This design comes from an exercise in tuning for small area, a short achievable clock period and few clock cycles per item on the open sky130 flow, not from production work. Only simulation tests tie the RTL to the original design; equivalence was not proved.

==> flow/design.v, too long to show whole: its modules and the start of the top module <==
// module fp_unpack: 13 lines
// module fp_mul: 650 lines
// module fp_mul_round: 14 lines
// module fp_add: 36 lines
// module int_to_float: 24 lines
// module log2_tables: 64 lines
// module log2_cmul5: 40 lines
// module log2_seq: 207 lines
// module log2_top: 23 lines
module log2_top #(
  parameter int taylor_terms = 9
) (
  input  logic             clk,
  input  logic             arst_n,
  input  log2_pkg::float_t x,
  input  logic             start,
  output log2_pkg::float_t result,
  output logic             busy,
  output logic             done
);
  // ...
==> flow/run.sh <==
#!/bin/bash
# synth_recipe.tcl (not shown) runs the flow's synth.tcl, then flattens the netlist and writes it again
# the make line also repeats each setting of config.mk as NAME=value (left out here)
make -C /OpenROAD-flow-scripts/flow DESIGN_CONFIG=/design/flow/config.mk WORK_HOME=/design/flow/orfs CLKGATE_MAP_FILE= SYNTH_SCRIPT=/design/flow/synth_recipe.tcl finish
==> flow/config.mk <==
export PLATFORM = sky130hd
export DESIGN_NAME = log2_top
export DESIGN_NICKNAME = log2_top
export VERILOG_FILES = /design/flow/design.v
export SDC_FILE = /design/flow/constraint.sdc
export NUM_CORES = 4
export LEC_CHECK = 0
export ABC_AREA = 1
export CAP_MARGIN = 20
export CORE_MARGIN = 2
export CORE_UTILIZATION = 40
export SETUP_SLACK_MARGIN = 5
export SLEW_MARGIN = 20
export TNS_END_PERCENT = 5
==> flow/constraint.sdc <==
create_clock -name core_clock -period 18.5 [get_ports {clk}]
set_input_delay 3.7000 -clock core_clock [delete_from_list [all_inputs] [get_ports {clk}]]
set_output_delay 3.7000 -clock core_clock [all_outputs]
set_load 0.01 [all_outputs]
==> summary.txt, run 1 <==
Outcome
  • Status: no timing/DRC/antenna violations

Detailed routing
  • Final WL: 152,000 µm
  • DR WL/cell: 24.7 µm
  • Top routing layer used: met5
  • Wire length on met2: 68,600 µm

Final layout
  • Multi-input logic area: 26,200 µm²
  • Inverters: 839
  • Commonest non-fill, non-tap cell in the layout: nand2_1
  • Top class by area: multi-input gates
  • Final Core Density: 44.5%

Yosys
  • Mapped cell area: 32,100 µm²
  • Commonest cells in the netlist: nand2_1 (1,201), inv_1 (740), nor2_1 (451), xor2_1 (310), nand3_1 (306)
  • Post-Synth XOR/XNOR Area: 9.58%

Die
  • Die height: 287 µm

Worst setup path
  • Delay-heaviest family, CP: simple AND/OR/NAND/NOR gates
  • CP Class: flip-flop to flip-flop
  • Levels on crit path: 61
  • Reg2reg setup slack: 5.42 ns

Hold path
  • Worst hold endpoint: u_seq.cnt[1]$_DFFE_PN0P_

STA
  • Worst setup margin: 5.42 ns

GRT
  • Initial antenna violation count: 4
  • GRT Util Overall: 35.7%
  • M2 GR Usage: 58.4%
  • Busiest grt layer: met2

Clocking
  • Clock Path Buffers: 2
  • Clock Latency Late Sink: 0.36 ns
Testbench counts, summed over its fixed seeds: cycles 29,800, items 2,560.
==> run 2, diff against run 1 <==
--- a/flow/config.mk
+++ b/flow/config.mk
@@ -11,4 +11,3 @@
 export CORE_UTILIZATION = 40
 export SETUP_SLACK_MARGIN = 5
 export SLEW_MARGIN = 20
-export TNS_END_PERCENT = 5
==> summary.txt, run 2 <==
Outcome
  • Status: no timing/DRC/antenna violations

STA
  • Clock Skew: 0.0135 ns
  • Max Fclk: 0.0771 GHz
  • Post-layout min period: 12.97 ns
  • RSZ-0062 raised after global routing: false
  • Final Hold Viols: 0
  • Final setup viols: 0
  • Final worst path period share: 70.1%
  • Worst Tran Pin Value: 1.12 ns
  • Max-slew violation count: 0
  • Rel. slew slack: 24.7%
  • Worst setup margin: 5.53 ns (+0.107 ns)
  • Final setup TNS: 0 ns

Yosys
  • Post-synth cell types: 75
  • Cells after Synth: 5,099
  • Synth Register Bits: 81
  • Commonest cells in the netlist: nand2_1 (1,201), inv_1 (740), nor2_1 (451), xor2_1 (310), nand3_1 (306)
  • Syn_nets: 5,558
  • Area contributors post-synth: fa_1 (15%), nand2_1 (14%), inv_1 (8.7%), xor2_1 (8.5%), ha_1 (6.9%)
  • Post-synthesis average cell area: 6.29 µm²
  • Most frequent cell after synthesis: nand2_1
  • Post-synth EDFFs: 71
  • Mapped cell area: 32,100 µm² (unchanged)
  • Post-synth top area share: 15.4%
  • Seq/Total Area, Yosys: 7.43%
  • YS warnings: 5
  • Top FF cell, synth: edfxtp_1
  • Synth area leader: fa_1
  • Synth async-reset ratio: 12.3%

Detailed routing
  • First drt pass iteration count: 8
  • Via count: 36.4k
  • Antenna viol nets, final: 0
  • Drt initial violations: 4,338
  • Post-DR vias/cell: 5.91
  • DRC Markers: 0
  • Final WL: 152,000 µm (+0.30%)
  • DR WL/cell: 24.8 µm (+0.17%)

Die
  • Chip Width: 287 µm
  • Cell Rows: 103
  • Die height: 287 µm (unchanged)
  • Initial core utilization: 40.5%
  • I/O pin cnt: 69
  • Die ar.: 82,500 µm²
  • Core Region: 79,100 µm²

Clocking
  • Clock Latency Late Sink: 0.36 ns (about the same)
  • Num CTS Buffers: 9
  • Clock tree sinks: 81
  • H-Tree Depth: 3
  • Root buffer cell: clkbuf_16
  • Clock slew at reported path FFs: 0.08 ns
  • CTS tree: yes
  • Clock Path Buffers: 2 (unchanged)

Worst setup path
  • CP Class: flip-flop to flip-flop
  • Nature of the critical path endpoint: flip-flop
  • Reg2reg setup slack: 5.53 ns (+0.11 ns)
  • Arrival time worst endpoint: 13.09 ns
  • CP Max Fanout: 24
  • Delay-heaviest family, CP: simple AND/OR/NAND/NOR gates
  • Largest stage delay on the critical path: 0.60 ns
  • CP startpoint kind: flip-flop
  • Worst path bufs/invs: 13
  • Most used cell, CP: nand2_1
  • Worst path slowest cell: fa_1
  • CP required: 18.62 ns

Final layout
  • ANT cells: 0
  • Share of cells above drive strength 1: 9.07%
  • Max reg flops: 32
  • Commonest non-fill, non-tap cell in the layout: nand2_1
  • Fin nets: 5,561
  • Final Core Density: 44.6% (+0.16 points)
  • Most frequent cells in the layout: nand2_1 (1,190), inv_1 (736), nor2_1 (431)
  • Biggest registers after layout: u_seq.acc x32, u_seq.tb x19, u_seq.e x9
  • Reg with most FFs: u_seq.acc
  • Area grow syn2layout: 10.1%

Place
  • Buffers on Ports: 68
  • DP HPWL: 120,000 µm
  • Pre-CTS setup slack: 3.83 ns
  • Final Wtd Congestion: 1.07

Flow run
  • Max Cap Viol: 0

GRT
  • Largest net degree at the start of global routing: 56
  • Global route overflow: 0
  • First-pass GRT wire length: 221,000 µm
  • Initial antenna violation count: 3 (-1)
  • GRT Util Overall: 35.6% (about the same)
  • Vias in the first global route: 34.3k

Hold path
  • HP Class: flip-flop to flip-flop
[run 2: cell count changes in the layout (fill, tap and decap cells not counted), sizes merged]
cell    before  now
buf        113  118
clkbuf      14   17
[run 2: kinds of logic after synthesis]
family / Yosys count / synth area share [%]
and+or+nand+nor: 2252 / 30.3
DFF: 81 / 7.43
xor gates and xnor gates: 349 / 9.58
AOI/OAI and AO/OA: 942 / 17.7
adders and majority gates: 424 / 22.3
muxes: 5 / 0.156
buffers and inverters: 1046 / 12.6
[run 2: layout make-up]
type | count | area [µm²]
Clock buffer | 9 | 225
Clock inverter | 7 | 78.8
Fill cell | 8518 | 43800
Inverter | 837 | 3230
Multi-Input combinational cell | 3977 | 26200
Sequential cell | 81 | 2390
Tap cell | 1050 | 1310
Timing Repair Buffer | 194 | 1820
Timing Repair inverter | 2 | 15.0
[run 2: timing repair]
action,4_1_cts,5_1_grt
pin swaps,2,14
endpoints found under the setup margin,54,59
resized for setup,53,152
cloned,3,9
hold buffers,0,0
setup buffers,23,29
[run 2: final timing paths]
check,from,endpoint,depth (start not counted)
min reg2reg,u_seq.cnt[1]$_DFFE_PN0P_,u_seq.cnt[1]$_DFFE_PN0P_,2
max reg2reg,u_seq.tb[9]$_DFFE_PP_,u_seq.acc[10]$_DFFE_PP_,65
max,u_seq.tb[9]$_DFFE_PP_,u_seq.acc[10]$_DFFE_PP_,65
min in group asynchronous,arst_n,u_seq.done$_DFF_PN0_,1
min,u_seq.cnt[1]$_DFFE_PN0P_,u_seq.cnt[1]$_DFFE_PN0P_,2
max in group asynchronous,arst_n,u_seq.st[4]$_DFF_PN0_,1
[run 2: metrics by stage]
step | hold slack (ns) | cells | cell area, µm²
6_report | 0.543 | 6157 | 35300
2_1_floorplan | 0.489 | 5099 | 32100
5_1_grt | 0.556 | 6157 | 35300
3_3_place_gp | 0.518 | 6075 | 33700
3_5_place_dp | 0.524 | 6077 | 33800
4_1_cts | 0.539 | 6119 | 34400
[run 2: layer usage]
metal  track usage (%)  vias up  wire length, µm
met4              21.4        6            11800
met5                 0        -               35
met1              43.7    17100            58500
met2              58.3     2049            68400
li1                  -    16700                -
met3              6.33      550            13800
[run 2: worst min-delay path, stage by stage (launching register included)]
cell and delay, ns:
dfrtp_1 0.37, a21oi_1 0.07, o21ai_0 0.07
==> run 3, diff against run 2 <==
==> flow/flow/run.sh (new file) <==
#!/bin/bash
# Standard layout (the standard.sh, all ORFS steps) with two changes:
# synthesis maps adders to plain gates instead of extracting full and half
# adder cells (ADDER_MAP_FILE empty), so ABC sees whole arithmetic paths,
# and a larger setup margin for ORFS's timing repair.
set -euo pipefail
bash standard.sh ADDER_MAP_FILE= SETUP_SLACK_MARGIN=7 finish > standard.log 2>&1
==> flow/standard.sh (new file) <==
#!/bin/bash
# synth_recipe.tcl (not shown) runs the flow's synth.tcl, then flattens the netlist and writes it again
# the make line also repeats each setting of config.mk as NAME=value (left out here)
make -C /OpenROAD-flow-scripts/flow DESIGN_CONFIG=/design/flow/config.mk WORK_HOME=/design/flow/orfs CLKGATE_MAP_FILE= SYNTH_SCRIPT=/design/flow/synth_recipe.tcl "${@:-finish}"
removed: flow/run.sh
==> summary.txt, run 3 <==
Outcome
  • Status: no timing/DRC/antenna violations

Die
  • Die ar.: 95,700 µm² (+16%)
  • Chip Width: 309 µm (+7.7%)
  • Initial core utilization: 40.5% (about the same)
  • Die height: 309 µm (+7.7%)
  • I/O pin cnt: 69 (unchanged)
  • Cell Rows: 111 (+7.8%)
  • Core Region: 92,100 µm² (+16%)

Yosys
  • Post-synth EDFFs: 71 (unchanged)
  • Post-synthesis average cell area: 4.87 µm² (-23%)
  • Mapped cell area: 37,300 µm² (+16%)
  • Seq/Total Area, Yosys: 6.39% (-1.0 points)
  • Most frequent cell after synthesis: nand2_1
  • Commonest cells in the netlist: nand2_1 (3,472), nand3_1 (1,137), inv_1 (691), nor2_1 (437), o21ai_0 (203)
  • Syn_nets: 7,694 (+38%)
  • Area contributors post-synth: nand2_1 (35%), nand3_1 (15%), inv_1 (7.0%), edfxtp_1 (5.7%), xor2_1 (4.7%)
  • Synth area leader: nand2_1
  • Synth Register Bits: 81 (unchanged)
  • Post-synth cell types: 84 (+12%)
  • Top FF cell, synth: edfxtp_1
  • YS warnings: 5 (unchanged)
  • Post-synth top area share: 34.9% (+20 points)
  • Synth async-reset ratio: 12.3% (unchanged)
  • Cells after Synth: 7,659 (+50%)

Worst setup path
  • Nature of the critical path endpoint: flip-flop
  • Critical Path Source: u_seq.tb[3]$_DFFE_PP_
  • Largest stage delay on the critical path: 0.41 ns (-0.19 ns)
  • Most used cell, CP: nand2_1
  • Worst R2R End: u_seq.acc[14]$_DFFE_PP_
  • CP Class: flip-flop to flip-flop
  • CP Max Fanout: 50 (+110%)
  • CP required: 18.58 ns (-0.04 ns)
  • Reg2reg setup slack: 7.56 ns (+2.03 ns)
  • CP startpoint kind: flip-flop
  • Arrival time worst endpoint: 11.02 ns (-2.07 ns)
  • FF-to-FF path depth: 84 (+29%)
  • Worst path slowest cell: edfxtp_1
  • Worst r2r src: u_seq.tb[3]$_DFFE_PP_
  • CP Capture Point: u_seq.acc[14]$_DFFE_PP_

Clocking
  • Root buffer cell: clkbuf_16
  • Hold Buf Count CTS: 0 (unchanged)
  • Num CTS Buffers: 9 (unchanged)
  • Clock Latency Late Sink: 0.37 ns (about the same)
  • Clock slew at reported path FFs: 0.07 ns (about the same)
  • Clock tree sinks: 81 (unchanged)
  • CTS tree: yes
  • H-Tree Depth: 3 (unchanged)
  • Clock Path Buffers: 2 (unchanged)

STA
  • Worst Tran Pin Value: 1.13 ns (+0.0173 ns)
  • Rel. slew slack: 24.3% (-0.46 points)
  • Final setup TNS: 0 ns (unchanged)
  • Final setup viols: 0 (unchanged)
  • Max-slew violation count: 0 (unchanged)
  • RSZ-0062 raised after global routing: false
  • Final Hold Viols: 0 (unchanged)
  • Post-layout min period: 10.94 ns (-2.03 ns)
  • Final worst path period share: 59.2% (-11 points)
  • Clock Skew: 0.0138 ns (+0.000333 ns)
  • Max Fclk: 0.0914 GHz (+19%)

Final layout
  • Biggest registers after layout: u_seq.acc x32, u_seq.tb x19, u_seq.e x9
  • Most frequent cells in the layout: nand2_1 (3,442), nand3_1 (1,123), inv_1 (687)
  • Commonest non-fill, non-tap cell in the layout: nand2_1
  • Max reg flops: 32 (unchanged)
  • Area grow syn2layout: 9.28%
  • Fin nets: 7,682 (+38%)
  • Reg with most FFs: u_seq.acc
  • Final Core Density: 44.3% (-0.36 points)
  • Share of cells above drive strength 1: 8.68% (-0.39 points)

GRT
  • Largest net degree at the start of global routing: 51 (-8.9%)
  • First-pass GRT wire length: 270,000 µm (+22%)
  • GRT Util Overall: 36.6% (+0.98 points)
  • Vias in the first global route: 45.0k (+31%)
  • Initial antenna violation count: 3 (unchanged)
  • Global route overflow: 0 (unchanged)

Place
  • DP HPWL: 143,000 µm (+20%)
  • Buffers on Ports: 68 (unchanged)
  • Final Wtd Congestion: 1.08 (+1.6%)

Detailed routing
  • Post-DR vias/cell: 5.83 (-1.4%)
  • First drt pass iteration count: 8 (unchanged)
  • Drt initial violations: 7,379 (+70%)
  • Antenna viol nets, final: 0 (unchanged)
  • Final WL: 187,000 µm (+23%)
  • Via count: 51.8k (+42%)
  • DR WL/cell: 21.0 µm (-15%)
  • DRC Markers: 0 (unchanged)

Hold path
  • HP Class: flip-flop to flip-flop

Flow run
  • Max Cap Viol: 0 (unchanged)
## run 3: metrics by stage
step                std cells  instance area, µm²  worst slack (ns)  hold slack, ns
finish                   8897               40800              7.56           0.492
global route             8895               40800              6.96           0.527
CTS                      8796               39000              7.02           0.497
detailed placement       8771               38400              5.76           0.487
global placement         8771               38400              5.79           0.478
floorplan                7659               37300             10.45           0.447
## run 3: how the worst min path moves through the flow
stage                                startpoint                        to  slack [ns]  cells after the start
after floorplan           u_seq.st[2]$_DFF_PN0_  u_seq.cnt[0]$_DFFE_PN0P_        0.45                      1
after global placement    u_seq.st[2]$_DFF_PN0_  u_seq.cnt[0]$_DFFE_PN0P_        0.48                      1
after detailed placement  u_seq.st[2]$_DFF_PN0_  u_seq.cnt[0]$_DFFE_PN0P_        0.49                      1
after CTS                 u_seq.st[2]$_DFF_PN0_  u_seq.cnt[0]$_DFFE_PN0P_        0.50                      1
after global routing      u_seq.st[2]$_DFF_PN0_  u_seq.cnt[0]$_DFFE_PN0P_        0.53                      1
final                     u_seq.st[2]$_DFF_PN0_  u_seq.cnt[0]$_DFFE_PN0P_        0.49                      1
## run 3: final cells by class
cell class / instances / area, µm²
well taps: 1243 / 1560
clock inverters: 7 / 86.3
repair inverters: 2 / 17.5
clock buffers: 9 / 225
diodes: 2 / 5.00
fillers: 10300 / 51300
flip-flops and latches: 81 / 2390
multi-input cells: 6460 / 30800
repair buffers: 220 / 2200
inverters: 873 / 3470
## run 3: cell families (layout without fill, tap and decap cells)
kind of cell / Yosys count / count (layout) / share of synthesized area [%]
AO/OA/AOI/OAI: 732 / 732 / 11.8
flip-flops: 81 / 81 / 6.39
buffers and inverters: 1127 / 1111 / 13.1
other: 0 / 2 / 0
XOR/XNOR: 228 / 228 / 5.45
AND/OR/NAND/NOR: 5491 / 5500 / 63.2
## run 3: layer usage
metal  routed length, µm  GRT usage [%]  vias to the layer above
li1                    -              -                    24700
met1               70900           45.7                    23200
met2               77900           57.8                     3188
met3               22100           6.51                      782
met4               16000           23.9                        4
met5                  25              0                        -
## run 3: critical path: cells and delay by family (launching register included)
kind	cells	cell delay, ns
buffers and inverters	11	1.49
flip-flops	1	0.41
AO/OA/AOI/OAI	2	0.32
AND/OR/NAND/NOR	71	8.32
## run 3: repair_timing
item,in CTS,in global routing
setup endpoints to repair,63,62
setup buffers,7,84
gates cloned,2,15
pin swaps,2,27
gates resized for setup,49,205
==> module log2_seq, before the edit <==
module log2_seq #(
  parameter int taylor_terms = 9
) (
  input  logic             clk,
  input  logic             arst_n,
  input  log2_pkg::float_t x,
  input  logic             start,
  output log2_pkg::float_t result,
  output logic             busy,
  output logic             done
);
  logic [log2_pkg::n_st-1:0] st;   
  logic [2:0]           cnt;    
  log2_pkg::float_t     acc;    
  logic                 accr;   
  logic [18:0]          tb;     
  logic [7:0]           texp;   
  logic                 tz;     
  logic signed [8:0]    e;      
  log2_pkg::tab_idx_t   k;
  assign result = {acc[31], acc[30:0] + {30'b0, accr}};
  logic s_den, s_red, s_hor, s_ln, s_sc;
  assign s_den = st[log2_pkg::st_den];
  assign s_red = st[log2_pkg::st_red];
  assign s_hor = st[log2_pkg::st_hor];
  assign s_ln  = st[log2_pkg::st_ln];
  assign s_sc  = st[log2_pkg::st_sc];
  logic [23:0]      recip_sig_x, rs_unused;
  logic [28:0]      recip_k, rk_unused_x;
  log2_pkg::float_t ln_val, ln_unused_x;
  logic [28:0]      cm5;
  logic [23:0]      ny;
  logic [4:0]       nlz;
  log2_tables u_tab_x (   
    .idx       (s_den ? ny[22:19] : x[22:19]),
    .recip_sig (recip_sig_x),
    .recip_k   (rk_unused_x),
    .ln_val    (ln_unused_x)
  );
  log2_tables u_tab_k (
    .idx       (k),
    .recip_sig (rs_unused),
    .recip_k   (recip_k),
    .ln_val    (ln_val)
  );
  log2_cmul5 u_cm5 (
    .lo (acc[4:0]),
    .y  (cm5)
  );
  logic [23:0] mul_a;
  logic [52:0] mul_x, mul_p;
  logic [23:0] mul_x2;
  always_comb begin
    mul_a = s_sc ? (log2_pkg::fp_inv_ln2[23:0] | 24'h800000) : {1'b1, acc[22:0]};
    mul_x = s_red ? {recip_k, 24'b0} : s_sc ? {24'b0, cm5} : '0;
    mul_x2 = !accr ? '0 : s_sc ? (log2_pkg::fp_inv_ln2[23:0] | 24'h800000) : {tb, 5'b0};
  end
  fp_mul u_mul (
    .a (mul_a),
    .b (tb),
    .x (mul_x),
    .x2(mul_x2),
    .p (mul_p)
  );
  logic [25:0] pr;
  logic        p_zero;
  logic [9:0]  p_ebase;    
  fp_mul_round u_rnd (
    .prod (mul_p[47:0]),
    .r    (pr)
  );
  always_comb begin
    p_zero  = s_sc ? (acc[30:23] == 8'd0) : tz;
    p_ebase = s_sc ? {2'b0, acc[30:23]} : {2'b0, acc[30:23]} + {2'b0, texp} - 10'd127;
  end
  log2_pkg::float_t p;
  logic [23:0]      p_sig;
  logic [9:0]       p_exp;
  always_comb begin
    if (pr[25]) begin
      p_sig = 24'h800000;
      p_exp = p_ebase + 10'd2;
    end else if (pr[24]) begin
      p_sig = pr[24:1];
      p_exp = p_ebase + 10'd1;
    end else begin
      p_sig = pr[23:0];
      p_exp = p_ebase;
    end
    p = p_zero ? 32'h0 : {acc[31], p_exp[7:0], p_sig[22:0]};
  end
  logic        r_nb, r_inc;
  logic [18:0] t_n;
  always_comb begin
    r_nb  = mul_p[52];
    r_inc = mul_p[28] & ((|mul_p[27:5]) | mul_p[29]);
    if (k == '0)
      t_n = tb;
    else if (r_nb)
      t_n = mul_p[47:29] + {18'b0, r_inc};
    else
      t_n = '0;
  end
  logic [23:0] nv;
  always_comb begin
    if (s_den)      nv = {1'b0, k, tb};
    else if (s_red) nv = {5'b0, t_n};
    else            nv = 24'(25'h100_0000 - {1'b0, p_sig});   
  end
  fp_unpack u_norm (
    .v  (nv),
    .y  (ny),
    .lz (nlz)
  );
  log2_pkg::float_t add_b, add_y, e_f;
  logic             add_r;
  logic [9:0]       add_d;
  logic [4:0]       add_ds;
  int_to_float u_i2f (
    .e (log2_pkg::exp_t'(e)),
    .f (e_f)
  );
  always_comb begin
    if (s_ln)      add_b = ln_val;
    else if (s_sc) add_b = e_f;
    else           add_b = log2_pkg::taylor_coef[32*cnt +: 32];
    add_d  = {2'b0, add_b[30:23]} - (p_zero ? 10'd0 : p_ebase);
    add_ds = (add_d > 10'd31) ? 5'd31 : add_d[4:0];
  end
  fp_add u_add (
    .a   (add_b),
    .r   (p_zero ? 26'b0 : pr),
    .d   (add_ds),
    .sub (add_b[31] ^ acc[31]),
    .y   (add_y),
    .yr  (add_r)
  );
  logic       x_nan, x_zero, x_inf, x_spec, x_pow2, x_den;
  log2_pkg::float_t x_spec_val;
  always_comb begin
    x_nan  = (x[30:23] == 8'hff) && (x[22:0] != '0);
    x_zero = (x[30:0] == '0);
    x_inf  = (x[30:23] == 8'hff);
    x_spec = x_nan || x_zero || x[31] || x_inf;
    x_pow2 = (x[22:0] == '0);     
    x_den  = (x[30:23] == 8'd0);  
    if (x_nan)       x_spec_val = log2_pkg::fp_qnan;
    else if (x_zero) x_spec_val = log2_pkg::fp_neg_inf;
    else if (x[31])  x_spec_val = log2_pkg::fp_qnan;
    else             x_spec_val = log2_pkg::fp_pos_inf;
  end
  logic accept;
  assign accept = start && !busy;
  always_ff @(posedge clk or negedge arst_n) begin
    if (!arst_n) begin
      st   <= '0;
      cnt  <= '0;
      busy <= 1'b0;
      done <= 1'b0;
    end else begin
      st[log2_pkg::st_den] <= accept && !x_spec && !x_pow2 && x_den;
      st[log2_pkg::st_red] <= (accept && !x_spec && !x_pow2 && !x_den) || s_den;
      st[log2_pkg::st_hor] <= s_red || (s_hor && cnt != 3'd0);
      st[log2_pkg::st_ln]  <= s_hor && cnt == 3'd0;
      st[log2_pkg::st_sc]  <= (accept && !x_spec && x_pow2) || s_ln;
      if (s_red || s_hor) cnt <= s_red ? 3'(taylor_terms - 2) : cnt - 3'd1;
      busy <= accept ? !x_spec : busy && !s_sc;
      done <= (accept && x_spec) || s_sc;
    end
  end
  logic use_add, use_p, use_near, acc_en;
  log2_pkg::float_t acc_d, near;
  logic [18:0] tb_d;
  always_comb begin
    near     = {1'b1, 8'(8'd126 - {3'b0, nlz}), ny[22:0]};   
    use_p    = (s_ln && k == '0) || (s_sc && e == '0);
    use_near = s_sc && e == -9'sd1 && !p_zero && p_exp[7:0] == 8'd126;
    use_add  = s_hor || (s_ln && k != '0) || (s_sc && e != '0 && !use_near);
    acc_en   = accept || s_den || s_red || s_hor || s_ln || s_sc;
    acc_d    = ({32{accept}} & (x_spec ? x_spec_val :
                                {1'b0, x_pow2 ? 8'h00 : 8'h7f, recip_sig_x[22:0]}))
             | ({32{s_den}} & {9'h07f, recip_sig_x[22:0]})
             | ({32{s_red}} & log2_pkg::taylor_coef[32*(taylor_terms-1) +: 32])
             | ({32{use_add}} & add_y)
             | ({32{use_p}} & p)
             | ({32{use_near}} & near);
    tb_d     = ({19{accept}} & x[18:0])
             | ({19{s_den}} & ny[18:0])
             | ({19{s_red}} & ny[23:5])
             | ({19{s_ln}} & {1'b1, (k == '0) ? p[22:5] : add_y[22:5]});
  end
  always_ff @(posedge clk) begin
    if (acc_en) begin
      acc  <= acc_d;
      accr <= use_add && add_r;
    end
    if (accept || s_den || s_red || s_ln) tb <= tb_d;
    if (accept || s_den) begin
      k <= s_den ? ny[22:19] : x[22:19];
      e <= s_den ? 9'd386 - {4'b0, nlz} : {1'b0, x[30:23]} - 9'd127;   
    end
    if (s_red) begin
      texp <= 8'd127 - {3'b0, nlz};
      tz   <= (t_n == '0);
    end
  end
endmodule
==> run 4, diff against run 3 <==
--- a/flow/design.v
+++ b/flow/design.v
@@ -23,11 +23,11 @@
     32'hbf00_0000,   
     32'h3f80_0000    
   };
-  localparam int st_den = 0;   
-  localparam int st_red = 1;   
-  localparam int st_hor = 2;   
-  localparam int st_ln  = 3;   
-  localparam int st_sc  = 4;   
+  localparam int st_red = 0;   
+  localparam int st_hor = 1;   
+  localparam int st_ln  = 2;   
+  localparam int st_sc  = 3;   
+  localparam int st_nr  = 4;   
   localparam int n_st   = 5;
 endpackage
 `timescale 1ns/1ps
@@ -898,12 +898,12 @@
   logic signed [8:0]    e;      
   log2_pkg::tab_idx_t   k;
   assign result = {acc[31], acc[30:0] + {30'b0, accr}};
-  logic s_den, s_red, s_hor, s_ln, s_sc;
-  assign s_den = st[log2_pkg::st_den];
+  logic s_red, s_hor, s_ln, s_sc, s_nr;
   assign s_red = st[log2_pkg::st_red];
   assign s_hor = st[log2_pkg::st_hor];
   assign s_ln  = st[log2_pkg::st_ln];
   assign s_sc  = st[log2_pkg::st_sc];
+  assign s_nr  = st[log2_pkg::st_nr];
   logic [23:0]      recip_sig_x, rs_unused;
   logic [28:0]      recip_k, rk_unused_x;
   log2_pkg::float_t ln_val, ln_unused_x;
@@ -911,7 +911,7 @@
   logic [23:0]      ny;
   logic [4:0]       nlz;
   log2_tables u_tab_x (   
-    .idx       (s_den ? ny[22:19] : x[22:19]),
+    .idx       (x_den ? ny[22:19] : x[22:19]),
     .recip_sig (recip_sig_x),
     .recip_k   (rk_unused_x),
     .ln_val    (ln_unused_x)
@@ -982,9 +982,9 @@
   end
   logic [23:0] nv;
   always_comb begin
-    if (s_den)      nv = {1'b0, k, tb};
+    if (!busy)      nv = {1'b0, x[22:0]};   
     else if (s_red) nv = {5'b0, t_n};
-    else            nv = 24'(25'h100_0000 - {1'b0, p_sig});   
+    else            nv = 24'(25'h100_0000 - {2'b01, acc[22:0]});   
   end
   fp_unpack u_norm (
     .v  (nv),
@@ -1037,34 +1037,34 @@
       busy <= 1'b0;
       done <= 1'b0;
     end else begin
-      st[log2_pkg::st_den] <= accept && !x_spec && !x_pow2 && x_den;
-      st[log2_pkg::st_red] <= (accept && !x_spec && !x_pow2 && !x_den) || s_den;
+      st[log2_pkg::st_red] <= accept && !x_spec && !x_pow2;
       st[log2_pkg::st_hor] <= s_red || (s_hor && cnt != 3'd0);
       st[log2_pkg::st_ln]  <= s_hor && cnt == 3'd0;
       st[log2_pkg::st_sc]  <= (accept && !x_spec && x_pow2) || s_ln;
+      st[log2_pkg::st_nr]  <= sc_near;
       if (s_red || s_hor) cnt <= s_red ? 3'(taylor_terms - 2) : cnt - 3'd1;
-      busy <= accept ? !x_spec : busy && !s_sc;
-      done <= (accept && x_spec) || s_sc;
+      busy <= accept ? !x_spec : busy && !((s_sc && !sc_near) || s_nr);
+      done <= (accept && x_spec) || (s_sc && !sc_near) || s_nr;
     end
   end
   logic use_add, use_p, use_near, acc_en;
+  logic sc_near;    
   log2_pkg::float_t acc_d, near;
   logic [18:0] tb_d;
   always_comb begin
     near     = {1'b1, 8'(8'd126 - {3'b0, nlz}), ny[22:0]};   
-    use_p    = (s_ln && k == '0) || (s_sc && e == '0);
-    use_near = s_sc && e == -9'sd1 && !p_zero && p_exp[7:0] == 8'd126;
-    use_add  = s_hor || (s_ln && k != '0) || (s_sc && e != '0 && !use_near);
-    acc_en   = accept || s_den || s_red || s_hor || s_ln || s_sc;
+    sc_near  = s_sc && e == -9'sd1 && !p_zero && p_exp[7:0] == 8'd126;
+    use_p    = (s_ln && k == '0) || (s_sc && (e == '0 || sc_near));
+    use_near = s_nr;
+    use_add  = s_hor || (s_ln && k != '0) || (s_sc && e != '0 && !sc_near);
+    acc_en   = accept || s_red || s_hor || s_ln || s_sc || s_nr;
     acc_d    = ({32{accept}} & (x_spec ? x_spec_val :
                                 {1'b0, x_pow2 ? 8'h00 : 8'h7f, recip_sig_x[22:0]}))
-             | ({32{s_den}} & {9'h07f, recip_sig_x[22:0]})
              | ({32{s_red}} & log2_pkg::taylor_coef[32*(taylor_terms-1) +: 32])
              | ({32{use_add}} & add_y)
              | ({32{use_p}} & p)
              | ({32{use_near}} & near);
-    tb_d     = ({19{accept}} & x[18:0])
-             | ({19{s_den}} & ny[18:0])
+    tb_d     = ({19{accept}} & (x_den ? ny[18:0] : x[18:0]))
              | ({19{s_red}} & ny[23:5])
              | ({19{s_ln}} & {1'b1, (k == '0) ? p[22:5] : add_y[22:5]});
   end
@@ -1073,10 +1073,10 @@
       acc  <= acc_d;
       accr <= use_add && add_r;
     end
-    if (accept || s_den || s_red || s_ln) tb <= tb_d;
-    if (accept || s_den) begin
-      k <= s_den ? ny[22:19] : x[22:19];
-      e <= s_den ? 9'd386 - {4'b0, nlz} : {1'b0, x[30:23]} - 9'd127;   
+    if (accept || s_red || s_ln) tb <= tb_d;
+    if (accept) begin
+      k <= x_den ? ny[22:19] : x[22:19];
+      e <= x_den ? 9'd386 - {4'b0, nlz} : {1'b0, x[30:23]} - 9'd127;   
     end
     if (s_red) begin
       texp <= 8'd127 - {3'b0, nlz};
==> flow/run.sh (new file) <==
#!/bin/bash
# synth_recipe.tcl (not shown) runs the flow's synth.tcl, then flattens the netlist and writes it again
# the make line also repeats each setting of config.mk as NAME=value (left out here)
make -C /OpenROAD-flow-scripts/flow DESIGN_CONFIG=/design/flow/config.mk WORK_HOME=/design/flow/orfs CLKGATE_MAP_FILE= SYNTH_SCRIPT=/design/flow/synth_recipe.tcl finish
--- a/flow/config.mk
+++ b/flow/config.mk
@@ -11,3 +11,4 @@
 export CORE_UTILIZATION = 40
 export SETUP_SLACK_MARGIN = 5
 export SLEW_MARGIN = 20
+export TNS_END_PERCENT = 5
removed: flow/flow/run.sh
removed: flow/standard.sh
==> summary.txt, run 4 <==
Detailed routing
  • DR WL/cell: 24.7 µm (+17%)
  • DRC Markers: 0 (unchanged)
  • Final WL: 148,000 µm (-21%)
  • Antenna viol nets, final: 0 (unchanged)
  • Via count: 35.8k (-31%)
  • First drt pass iteration count: 6 (-2)
  • Drt initial violations: 4,453 (-40%)
  • Post-DR vias/cell: 5.97 (+2.5%)

STA
  • Rel. slew slack: 20.0% (-4.2 points)
  • Final Hold Viols: 0 (unchanged)
  • Max Fclk: 0.0770 GHz (-16%)
  • Worst setup margin: 5.52 ns (-2.04 ns)
  • Final setup TNS: 0 ns (unchanged)
  • Final worst path period share: 70.2% (+11 points)
  • Hold Slack: 0.565 ns (+0.0725 ns)
  • Worst Tran Pin Value: 1.19 ns (+0.0521 ns)
  • Final setup viols: 0 (unchanged)
  • RSZ-0062 raised after global routing: true
  • Max-slew violation count: 0 (unchanged)
  • Clock Skew: 0.00923 ns (-0.00455 ns)
  • Post-layout min period: 12.98 ns (+2.04 ns)

Hold path
  • HP Class: flip-flop to flip-flop
  • Worst hold path stage count: 2 (+1)
  • Worst hold endpoint: u_seq.cnt[1]$_DFFE_PN0P_
  • Hold path startpoint: u_seq.cnt[1]$_DFFE_PN0P_

Final layout
  • Fin nets: 5,400 (-30%)
  • Share of cells above drive strength 1: 8.90% (+0.22 points)
  • Most frequent cells in the layout: nand2_1 (994), inv_1 (751), nor2_1 (380)
  • Biggest registers after layout: u_seq.acc x32, u_seq.tb x19, u_seq.e x9
  • Commonest non-fill, non-tap cell in the layout: nand2_1
  • Max reg flops: 32 (unchanged)
  • Reg with most FFs: u_seq.acc
  • Area grow syn2layout: 9.26% (about the same)
  • ANT cells: 0 (-2)
  • Post-Layout Cell Count: 5,994 (-33%)

Yosys
  • Area contributors post-synth: fa_1 (15%), nand2_1 (12%), inv_1 (8.9%), xor2_1 (8.2%), ha_1 (7.1%)
  • Most frequent cell after synthesis: nand2_1
  • YS warnings: 5 (unchanged)
  • Synth area leader: fa_1
  • Post-synthesis average cell area: 6.45 µm² (+33%)
  • Seq/Total Area, Yosys: 7.46% (+1.1 points)
  • Commonest cells in the netlist: nand2_1 (997), inv_1 (759), nor2_1 (399), nand3_1 (301), xor2_1 (300)
  • Top FF cell, synth: edfxtp_1
  • Post-synth cell types: 84 (unchanged)
  • Cells after Synth: 4,948 (-35%)
  • Mapped cell area: 31,900 µm² (-14%)
  • Post-synth top area share: 15.4% (-20 points)
  • Post-synth EDFFs: 71 (unchanged)
  • Synth async-reset ratio: 12.3% (unchanged)
  • Synth Register Bits: 81 (unchanged)
  • Syn_nets: 5,409 (-30%)

Clocking
  • CTS tree: yes
  • H-Tree Depth: 3 (unchanged)
  • Clock Path Buffers: 2 (unchanged)
  • Clock slew at reported path FFs: 0.07 ns (about the same)
  • Hold Buf Count CTS: 0 (unchanged)
  • Root buffer cell: clkbuf_16
  • Clock tree sinks: 81 (unchanged)
  • Clock Latency Late Sink: 0.36 ns (about the same)
  • Num CTS Buffers: 9 (unchanged)

Worst setup path
  • FF-to-FF path depth: 67 (-20%)
  • CP startpoint kind: flip-flop
  • Delay-heaviest family, CP: simple AND/OR/NAND/NOR gates
  • Nature of the critical path endpoint: flip-flop
  • Critical Path Source: u_seq.tb[4]$_DFFE_PP_
  • Most used cell, CP: nand2_1
  • Arrival time worst endpoint: 13.08 ns (+2.06 ns)
  • CP Max Fanout: 21 (-58%)
  • Reg2reg setup slack: 5.52 ns (-2.04 ns)
  • Largest stage delay on the critical path: 0.68 ns (+0.27 ns)
  • CP Class: flip-flop to flip-flop
  • CP required: 18.60 ns (+0.02 ns)
  • Worst r2r src: u_seq.tb[4]$_DFFE_PP_
  • Worst path bufs/invs: 10 (-1)
  • Worst path slowest cell: edfxtp_1
  • Worst R2R End: u_seq.acc[17]$_DFFE_PP_

Die
  • I/O pin cnt: 69 (unchanged)
  • Die ar.: 82,100 µm² (-14%)
  • Die height: 287 µm (-7.4%)
  • Chip Width: 287 µm (-7.4%)
  • Cell Rows: 103 (-7.2%)
  • Core Region: 79,000 µm² (-14%)
  • Initial core utilization: 40.4% (-0.087 points)

Place
  • Final Wtd Congestion: 1.05 (-2.6%)
  • DP HPWL: 117,000 µm (-19%)
  • Buffers on Ports: 68 (unchanged)
  • DP Cell Count: 5,920 (-33%)
  • Pre-CTS setup slack: 4.29 ns (-1.47 ns)

Outcome
  • Status: no timing/DRC/antenna violations

GRT
  • First-pass GRT wire length: 216,000 µm (-20%)
  • Global route overflow: 0 (unchanged)
  • Vias in the first global route: 33.5k (-26%)
  • Initial antenna violation count: 2 (-1)
  • Largest net degree at the start of global routing: 46 (-9.8%)
  • GRT Util Overall: 34.7% (-1.9 points)
  • M2 GR Usage: 56.6% (-1.3 points)
  • Busiest grt layer: met2
  • Met1 GRT Util: 44.1% (-1.6 points)
  • Met3 GRT Util: 5.53% (-0.98 points)

Flow run
  • Max Cap Viol: 0 (unchanged)
==> run 4: cell count changes in the layout (fill, tap and decap cells not counted), moves of 104 or more <==
cell	before	now
nand3_1	1123	301
ha_1	0	176
o22ai_1	111	215
fa_1	0	246
nand2_1	3442	994
a21oi_1	133	250
==> run 4: repair_timing <==
item | in CTS | in global routing
endpoints found under the setup margin | 50 | 50
pin swaps | 0 | 5
setup buffers | 1 | 51
hold endpoints to repair | 0 | 0
resized for setup | 19 | 164
gates cloned | 0 | 6
==> run 4: logic make-up (layout without fill, tap and decap cells) <==
family                     after synthesis  count (layout)  synth area share [%]
and+or+nand+nor                       2008            2009                  28.1
buffers and inverters                 1057            1052                  12.9
AOI/OAI and AO/OA                     1030            1030                  19.2
adders and majority gates              426             426                  22.5
xor gates and xnor gates               341             341                  9.79
DFF                                     81              81                  7.46
muxes                                    5               5                 0.157
==> run 4: layer usage <==
| layer | vias to the layer above | wire (µm) |
|---|---|---|
| li1 | 16300 | - |
| met1 | 16900 | 56400 |
| met2 | 2185 | 66800 |
| met3 | 489 | 14800 |
| met4 | 2 | 9860 |
| met5 | - | 10 |
==> run 4: layout make-up <==
class,instances,area (µm²)
Clock buffer,9,225
Clock inverter,7,53.8
Fill cell,8429,44100
Inverter,835,3270
Multi-Input combinational cell,3811,25800
Sequential cell,81,2380
Tap cell,1050,1310
Timing Repair Buffer,200,1880
Timing Repair inverter,1,7.51
==> run 4: metrics by stage <==
| step | cell area [µm²] | util, % |
|---|---|---|
| 2_1_floorplan | 31900 | - |
| 3_3_place_gp | 33500 | 42.5 |
| 3_5_place_dp | 33500 | 42.5 |
| 4_1_cts | 33900 | 42.9 |
| 5_1_grt | 34900 | 44.2 |
| 6_report | 34900 | 44.2 |
==> run 4: worst max-delay path by stage <==
| stage | end | slack [ns] | cells past startpoint |
|---|---|---|---|
| 2_1_floorplan | u_seq.acc[12]$_DFFE_PP_ | 6.94 | 73 |
| 3_3_place_gp | u_seq.acc[17]$_DFFE_PP_ | 4.33 | 70 |
| 3_5_place_dp | u_seq.acc[17]$_DFFE_PP_ | 4.29 | 70 |
| 4_1_cts | u_seq.acc[17]$_DFFE_PP_ | 5.01 | 68 |
| 5_1_grt | u_seq.acc[17]$_DFFE_PP_ | 4.98 | 71 |
| 6_report | u_seq.acc[17]$_DFFE_PP_ | 5.52 | 67 |
==> run 4: tightest hold or removal path: cells and delay by family (launching register included) <==
| kind | cells | cell delay [ns] |
|---|---|---|
| flip-flops | 1 | 0.39 |
| AO/OA/AOI/OAI | 2 | 0.14 |
Testbench counts of run 4, summed over its fixed seeds: cycles 29,876, items 2,560.
==> run 5, diff against run 4 <==
--- a/flow/config.mk
+++ b/flow/config.mk
@@ -9,6 +9,7 @@
 export CAP_MARGIN = 20
 export CORE_MARGIN = 2
 export CORE_UTILIZATION = 40
+export PLACE_DENSITY = 0.75
 export SETUP_SLACK_MARGIN = 5
 export SLEW_MARGIN = 20
 export TNS_END_PERCENT = 5
==> summary.txt, run 5 <==
Outcome
  • Status: no timing/DRC/antenna violations

Yosys
  • Synth async-reset ratio: 12.3% (unchanged)
  • Synth Register Bits: 81 (unchanged)
  • Most frequent cell after synthesis: nand2_1
  • Synth area leader: fa_1
  • Post-synthesis average cell area: 6.45 µm² (unchanged)
  • Post-synth EDFFs: 71 (unchanged)
  • Post-synth top area share: 15.4% (unchanged)
  • YS warnings: 5 (unchanged)
  • Top FF cell, synth: edfxtp_1
  • Area contributors post-synth: fa_1 (15%), nand2_1 (12%), inv_1 (8.9%), xor2_1 (8.2%), ha_1 (7.1%)
  • Syn_nets: 5,409 (unchanged)
  • Post-synth cell types: 84 (unchanged)
  • Mapped cell area: 31,900 µm² (unchanged)
  • Cells after Synth: 4,948 (unchanged)
  • Commonest cells in the netlist: nand2_1 (997), inv_1 (759), nor2_1 (399), nand3_1 (301), xor2_1 (300)
  • Seq/Total Area, Yosys: 7.46% (unchanged)

Die
  • Chip Width: 287 µm (unchanged)
  • Die ar.: 82,100 µm² (unchanged)
  • I/O pin cnt: 69 (unchanged)
  • Initial core utilization: 40.4% (unchanged)
  • Die height: 287 µm (unchanged)
  • Core Region: 79,000 µm² (unchanged)
  • Cell Rows: 103 (unchanged)

Final layout
  • Most frequent cells in the layout: nand2_1 (988), inv_1 (751), nor2_1 (378)
  • Area grow syn2layout: 10.5%
  • Biggest registers after layout: u_seq.acc x32, u_seq.tb x19, u_seq.e x9
  • Fin nets: 5,424 (+0.44%)
  • Max reg flops: 32 (unchanged)
  • Share of cells above drive strength 1: 9.74% (+0.84 points)
  • Fill count: 8,401 (-0.33%)
  • Commonest non-fill, non-tap cell in the layout: nand2_1
  • Final Core Density: 44.7% (+0.50 points)
  • Post-Layout Cell Count: 6,020 (+0.43%)
  • Reg with most FFs: u_seq.acc

Worst setup path
  • Arrival time worst endpoint: 13.13 ns (+0.05 ns)
  • CP startpoint kind: flip-flop
  • Most used cell, CP: nand2_1
  • CP required: 18.58 ns (-0.02 ns)
  • CP Max Fanout: 26 (+24%)
  • Worst path slowest cell: xor2_1
  • Nature of the critical path endpoint: flip-flop
  • Largest stage delay on the critical path: 0.63 ns (-0.05 ns)
  • CP Class: flip-flop to flip-flop

STA
  • Max Fclk: 0.0766 GHz (-0.55%)
  • Final worst path period share: 70.5% (+0.39 points)
  • Final Hold Viols: 0 (unchanged)
  • Clock Skew: 0.0134 ns (+0.00412 ns)
  • Final setup viols: 0 (unchanged)
  • Worst Tran Pin Value: 1.35 ns (+0.167 ns)
  • RSZ-0062 raised after global routing: true
  • Hold Slack: 0.536 ns (-0.0283 ns)
  • Final setup TNS: 0 ns (unchanged)
  • Rel. slew slack: 8.88% (-11 points)
  • Max-slew violation count: 0 (unchanged)
  • Post-layout min period: 13.05 ns (+0.0723 ns)

Detailed routing
  • Via count: 36.5k (+1.9%)
  • DRC Markers: 0 (unchanged)
  • Post-DR vias/cell: 6.06 (+1.5%)
  • Drt initial violations: 5,047 (+13%)
  • DR WL/cell: 25.6 µm (+3.9%)
  • Antenna viol nets, final: 0 (unchanged)
  • Final WL: 154,000 µm (+4.3%)
  • First drt pass iteration count: 6 (unchanged)

Clocking
  • Clock Latency Late Sink: 0.36 ns (about the same)
  • CTS tree: yes
  • Clock slew at reported path FFs: 0.07 ns (about the same)
  • Clock Path Buffers: 2 (unchanged)
  • Num CTS Buffers: 9 (unchanged)
  • Clock tree sinks: 81 (unchanged)
  • H-Tree Depth: 3 (unchanged)
  • Root buffer cell: clkbuf_16

Flow run
  • Max Cap Viol: 0 (unchanged)

GRT
  • Largest net degree at the start of global routing: 37 (-20%)
  • First-pass GRT wire length: 223,000 µm (+3.3%)
  • Initial antenna violation count: 4 (+2)
  • Global route overflow: 0 (unchanged)
  • GRT Util Overall: 36.2% (+1.5 points)
  • Vias in the first global route: 34.2k (+2.1%)

Place
  • DP Cell Count: 5,922 (+0.034%)
  • Final Wtd Congestion: 1.06 (+0.12%)
  • DP HPWL: 122,000 µm (+4.3%)
  • Buffers on Ports: 68 (unchanged)

Hold path
  • HP Class: flip-flop to flip-flop
run 5: critical path: cells and delay by family, from the launching register on:
kind / cells / cell delay, ns
compound gates: 12 / 2.51
xor+xnor: 3 / 1.03
fa+ha+maj: 9 / 3.94
buf+inv: 10 / 1.09
flops: 1 / 0.50
simple gates: 27 / 3.65
run 5: what timing repair did:
action,CTS,global route
endpoints found under the setup margin,50,50
buffers inserted,13,60
pin swaps,0,15
resized for setup,44,170
hold buffers,0,0
cloned,1,6
run 5: worst paths after layout:
kind	start	endpoint	cells past startpoint	slack, ns
worst min-delay path	u_seq.cnt[1]$_DFFE_PN0P_	u_seq.cnt[1]$_DFFE_PN0P_	2	0.54
worst max-delay path	u_seq.tb[0]$_DFFE_PP_	u_seq.tb[5]$_DFFE_PP_	61	5.45
min in group asynchronous	arst_n	u_seq.done$_DFF_PN0_	1	3.70
worst min register to register	u_seq.cnt[1]$_DFFE_PN0P_	u_seq.cnt[1]$_DFFE_PN0P_	2	0.54
max in group asynchronous	arst_n	u_seq.st[3]$_DFF_PN0_	1	14.40
worst max register to register	u_seq.tb[0]$_DFFE_PP_	u_seq.tb[5]$_DFFE_PP_	61	5.45
run 5: area by class of cell:
cell class,count,area [µm²],share of cell area (%)
Multi-Input combinational cell,3811,25900,73.5
Inverter,835,3280,9.29
Sequential cell,81,2380,6.76
Timing Repair Buffer,224,2050,5.80
Tap cell,1050,1310,3.72
Clock buffer,10,229,0.649
Clock inverter,6,92.6,0.262
Timing Repair inverter,1,7.51,0.0213
Antenna cell,2,5.00,0.0142
run 5: kinds of logic after synthesis:
logic type | synth area share, %
muxes | 0.157
buffers and inverters | 12.9
xor gates and xnor gates | 9.79
and+or+nand+nor | 28.1
DFF | 7.46
adders and majority gates | 22.5
AOI/OAI and AO/OA | 19.2
run 5: layer usage:
metal | GRT usage, % | wire length, µm
met2 | 58.7 | 68900
met5 | 0 | 8
met4 | 21.8 | 12000
met1 | 44.8 | 57200
met3 | 6.65 | 16000
run 5: stage by stage:
| step | instance area [µm²] | worst slack [ns] |
|---|---|---|
| 2_1_floorplan | 31900 | 6.94 |
| 3_3_place_gp | 33600 | 4.08 |
| 3_5_place_dp | 33600 | 4.03 |
| 4_1_cts | 34100 | 5.07 |
| 5_1_grt | 35300 | 4.93 |
| 6_report | 35300 | 5.45 |
==> run 6, diff against run 5 <==
==> flow/flow/run.sh (new file) <==
#!/bin/bash
# Standard layout (the standard.sh, all ORFS steps) with two changes:
# synthesis maps adders to plain gates instead of extracting full and half
# adder cells (ADDER_MAP_FILE empty), so ABC sees whole arithmetic paths,
# and a larger setup margin for ORFS's timing repair.
set -euo pipefail
bash standard.sh ADDER_MAP_FILE= SETUP_SLACK_MARGIN=7 finish > standard.log 2>&1
==> flow/standard.sh (new file) <==
#!/bin/bash
# synth_recipe.tcl (not shown) runs the flow's synth.tcl, then flattens the netlist and writes it again
# the make line also repeats each setting of config.mk as NAME=value (left out here)
make -C /OpenROAD-flow-scripts/flow DESIGN_CONFIG=/design/flow/config.mk WORK_HOME=/design/flow/orfs CLKGATE_MAP_FILE= SYNTH_SCRIPT=/design/flow/synth_recipe.tcl "${@:-finish}"
--- a/flow/config.mk
+++ b/flow/config.mk
@@ -9,7 +9,6 @@
 export CAP_MARGIN = 20
 export CORE_MARGIN = 2
 export CORE_UTILIZATION = 40
-export PLACE_DENSITY = 0.75
 export SETUP_SLACK_MARGIN = 5
 export SLEW_MARGIN = 20
 export TNS_END_PERCENT = 5
removed: flow/run.sh
==> summary.txt, run 6 <==
Outcome
  • Status: no timing/DRC/antenna violations

Detailed routing
  • Via count: 51.0k (+40%)
  • Final WL: 185,000 µm (+20%)
  • DRC Markers: 0 (unchanged)
  • DR WL/cell: 20.8 µm (-19%)
  • Post-DR vias/cell: 5.73 (-5.5%)
  • First drt pass iteration count: 7 (+1)
  • Antenna viol nets, final: 0 (unchanged)
  • Drt initial violations: 5,486 (+8.7%)

Final layout
  • Final Core Density: 42.3% (-2.3 points)
  • Area grow syn2layout: 5.14%
  • Max reg flops: 32 (unchanged)
  • Fin area: 39,500 µm² (+12%)
  • Most frequent cells in the layout: nand2_1 (3,441), nand3_1 (1,105), inv_1 (779)
  • Reg with most FFs: u_seq.acc
  • Commonest non-fill, non-tap cell in the layout: nand2_1
  • Biggest registers after layout: u_seq.acc x32, u_seq.tb x19, u_seq.e x9
  • Share of cells above drive strength 1: 6.36% (-3.4 points)
  • Fin nets: 7,672 (+41%)

STA
  • Final worst path period share: 59.2% (-11 points)
  • Final setup viols: 0 (unchanged)
  • Worst Tran Pin Value: 1.15 ns (-0.201 ns)
  • Post-layout min period: 10.94 ns (-2.11 ns)
  • Rel. slew slack: 21.1% (+12 points)
  • Max Fclk: 0.0914 GHz (+19%)
  • Final Hold Viols: 0 (unchanged)
  • Max-slew violation count: 0 (unchanged)
  • Final setup TNS: 0 ns (unchanged)
  • Clock Skew: 0.0156 ns (+0.00227 ns)
  • RSZ-0062 raised after global routing: false

Worst setup path
  • Most used cell, CP: nand2_1
  • CP startpoint kind: flip-flop
  • Worst R2R End: u_seq.acc[7]$_DFFE_PP_
  • Worst path slowest cell: a21oi_1
  • Reg2reg setup slack: 7.56 ns (+2.11 ns)
  • Largest stage delay on the critical path: 0.53 ns (-0.10 ns)
  • Arrival time worst endpoint: 11.06 ns (-2.07 ns)
  • CP required: 18.61 ns (+0.03 ns)
  • Nature of the critical path endpoint: flip-flop
  • Worst path bufs/invs: 9 (-1)
  • Worst r2r src: u_seq.tb[3]$_DFFE_PP_
  • Delay-heaviest family, CP: simple AND/OR/NAND/NOR gates
  • CP Class: flip-flop to flip-flop
  • FF-to-FF path depth: 60 (-1.6%)
  • CP Max Fanout: 43 (+65%)

Hold path
  • Worst hold endpoint: u_seq.cnt[0]$_DFFE_PN0P_
  • Worst hold path stage count: 1 (-1)
  • Hold path startpoint: u_seq.st[1]$_DFF_PN0_
  • HP Class: flip-flop to flip-flop

Die
  • I/O pin cnt: 69 (unchanged)
  • Chip Width: 310 µm (+8.3%)
  • Cell Rows: 112 (+8.7%)
  • Core Region: 93,200 µm² (+18%)
  • Initial core utilization: 40.3% (-0.14 points)
  • Die ar.: 96,300 µm² (+17%)
  • Die height: 310 µm (+8.3%)

Clocking
  • H-Tree Depth: 3 (unchanged)
  • CTS tree: yes
  • Root buffer cell: clkbuf_16
  • Clock tree sinks: 81 (unchanged)
  • Clock Path Buffers: 2 (unchanged)
  • Num CTS Buffers: 9 (unchanged)
  • Clock Latency Late Sink: 0.38 ns (+0.02 ns)
  • Clock slew at reported path FFs: 0.07 ns (about the same)

Place
  • Placed Area: 38,800 µm² (+16%)
  • Final Wtd Congestion: 1.07 (+1.7%)
  • Buffers on Ports: 68 (unchanged)
  • DP HPWL: 146,000 µm (+20%)

GRT
  • Vias in the first global route: 45.6k (+33%)
  • First-pass GRT wire length: 273,000 µm (+22%)
  • GRT Util Overall: 37.2% (+0.99 points)
  • Met3 GRT Util: 5.32% (-1.3 points)
  • M2 GR Usage: 62.6% (+3.9 points)
  • Met1 GRT Util: 44.6% (-0.20 points)
  • Initial antenna violation count: 3 (-1)
  • Busiest grt layer: met2
  • Global route overflow: 0 (unchanged)
  • Largest net degree at the start of global routing: 46 (+24%)

Yosys
  • Post-synthesis average cell area: 4.85 µm² (-25%)
  • Commonest cells in the netlist: nand2_1 (3,452), nand3_1 (1,105), inv_1 (781), nor2_1 (520), o21ai_0 (214)
  • Area contributors post-synth: nand2_1 (35%), nand3_1 (15%), inv_1 (7.8%), edfxtp_1 (5.7%), nor2_1 (5.2%)
  • Synth Register Bits: 81 (unchanged)
  • Most frequent cell after synthesis: nand2_1
  • YS warnings: 5 (unchanged)
  • Post-synth top area share: 34.5% (+19 points)
  • Seq/Total Area, Yosys: 6.35% (-1.1 points)
  • Synth area leader: nand2_1
  • Post-synth cell types: 85 (+1.2%)
  • Post-synth EDFFs: 71 (unchanged)
  • Cells after Synth: 7,738 (+56%)
  • Mapped cell area: 37,500 µm² (+18%)
  • Top FF cell, synth: edfxtp_1
  • Syn_nets: 7,773 (+44%)
  • Synth async-reset ratio: 12.3% (unchanged)

Flow run
  • Max Cap Viol: 0 (unchanged)
-- run 6: cell count changes after synthesis, sizes merged, moves of 79 or more --
cell	change
buf	+112
nand2	+2519
nor2	+144
o22ai	-133
ha	-180
xor2	-108
a21oi	-79
fa	-246
nand3	+835
clkbuf	-84
-- run 6: layout make-up --
type	count	area, µm²
well taps	1254	1570
fillers	10800	53700
repair buffers	138	1260
multi-input cells	6521	30500
inverters	886	3400
flip-flops and latches	81	2390
clock buffers	9	225
diodes	1	2.50
clock inverters	7	101
-- run 6: worst max-delay path by stage --
stage	start	to	cells past startpoint
final	u_seq.tb[3]$_DFFE_PP_	u_seq.acc[7]$_DFFE_PP_	60
after global routing	u_seq.st[3]$_DFF_PN0_	u_seq.tb[17]$_DFFE_PP_	77
after CTS	u_seq.tb[9]$_DFFE_PP_	u_seq.acc[7]$_DFFE_PP_	62
after detailed placement	u_seq.tb[3]$_DFFE_PP_	u_seq.acc[18]$_DFFE_PP_	61
after global placement	u_seq.tb[3]$_DFFE_PP_	u_seq.acc[18]$_DFFE_PP_	59
after floorplan	u_seq.accr$_DFFE_PP_	result[29]	20
-- run 6: layer usage --
layer,share of wire (%),wire length [µm]
met2,45,83400
met4,7.5,13900
met3,8.8,16300
met1,39,71800
met5,0,0
-- run 6: repair_timing --
item                       CTS  global route
cloned                       0             1
hold buffers                 0             0
setup buffers                0            13
resized for setup            3            73
setup endpoints to repair   12            52
pin swaps                    0             2
-- run 6: logic make-up after synthesis --
group | count (synthesis) | share of synthesized area [%]
buffers and inverters | 1137 | 12.8
AND/OR/NAND/NOR | 5530 | 63.4
AO/OA/AOI/OAI | 766 | 12.2
XOR/XNOR | 224 | 5.31
flip-flops | 81 | 6.35
-- run 6: worst reg2reg max path: cells and delay by family (launching register included) --
| kind | cells | cell delay, ns |
|---|---|---|
| DFF | 1 | 0.37 |
| buffers and inverters | 9 | 1.83 |
| AOI/OAI and AO/OA | 12 | 2.41 |
| and+or+nand+nor | 39 | 6.04 |
-- run 6: metrics by stage --
stage / setup slack, ns / hold WS (ns) / std cells
after floorplan: 11.35 / 0.478 / 7738
after global placement: 6.79 / 0.564 / 8866
after detailed placement: 6.72 / 0.566 / 8866
after CTS: 7.12 / 0.575 / 8882
after global routing: 6.99 / 0.630 / 8896
final: 7.56 / 0.596 / 8897

re-timing with driven ports:
How much do the figures lean on ideal ports? The routed layouts below were timed once more, with nothing changed but the port constraints.
Step 1 sets driving cells, clkbuf_16 on the clock port and buf_2 on the other inputs (assumed; they add their load-dependent delay and slew).
Step 2 also shifts input and output timing later by t, the mid clock arrival at the registers, as if the neighbouring blocks saw the same clock.
Slacks: ideal / step 1 / step 2; pairs: ideal / step 1.
run | shift t [ns] | slack for setup (ns) | worst data-port slew with drivers (ns)
run 1 | 0.401 | 5.419 / 5.419 / 5.419 | 0.05
run 2 | 0.399 | 5.526 / 5.526 / 5.526 | 0.06
run 3 | 0.411 | 7.557 / 7.557 / 7.557 | 0.04
run 4 | 0.402 | 5.521 / 5.521 / 5.521 | 0.04
run 5 | 0.410 | 5.448 / 5.448 / 5.448 | 0.06
run 6 | 0.428 | 7.557 / 7.557 / 7.557 | 0.04
After both steps every run listed still meets setup and hold.
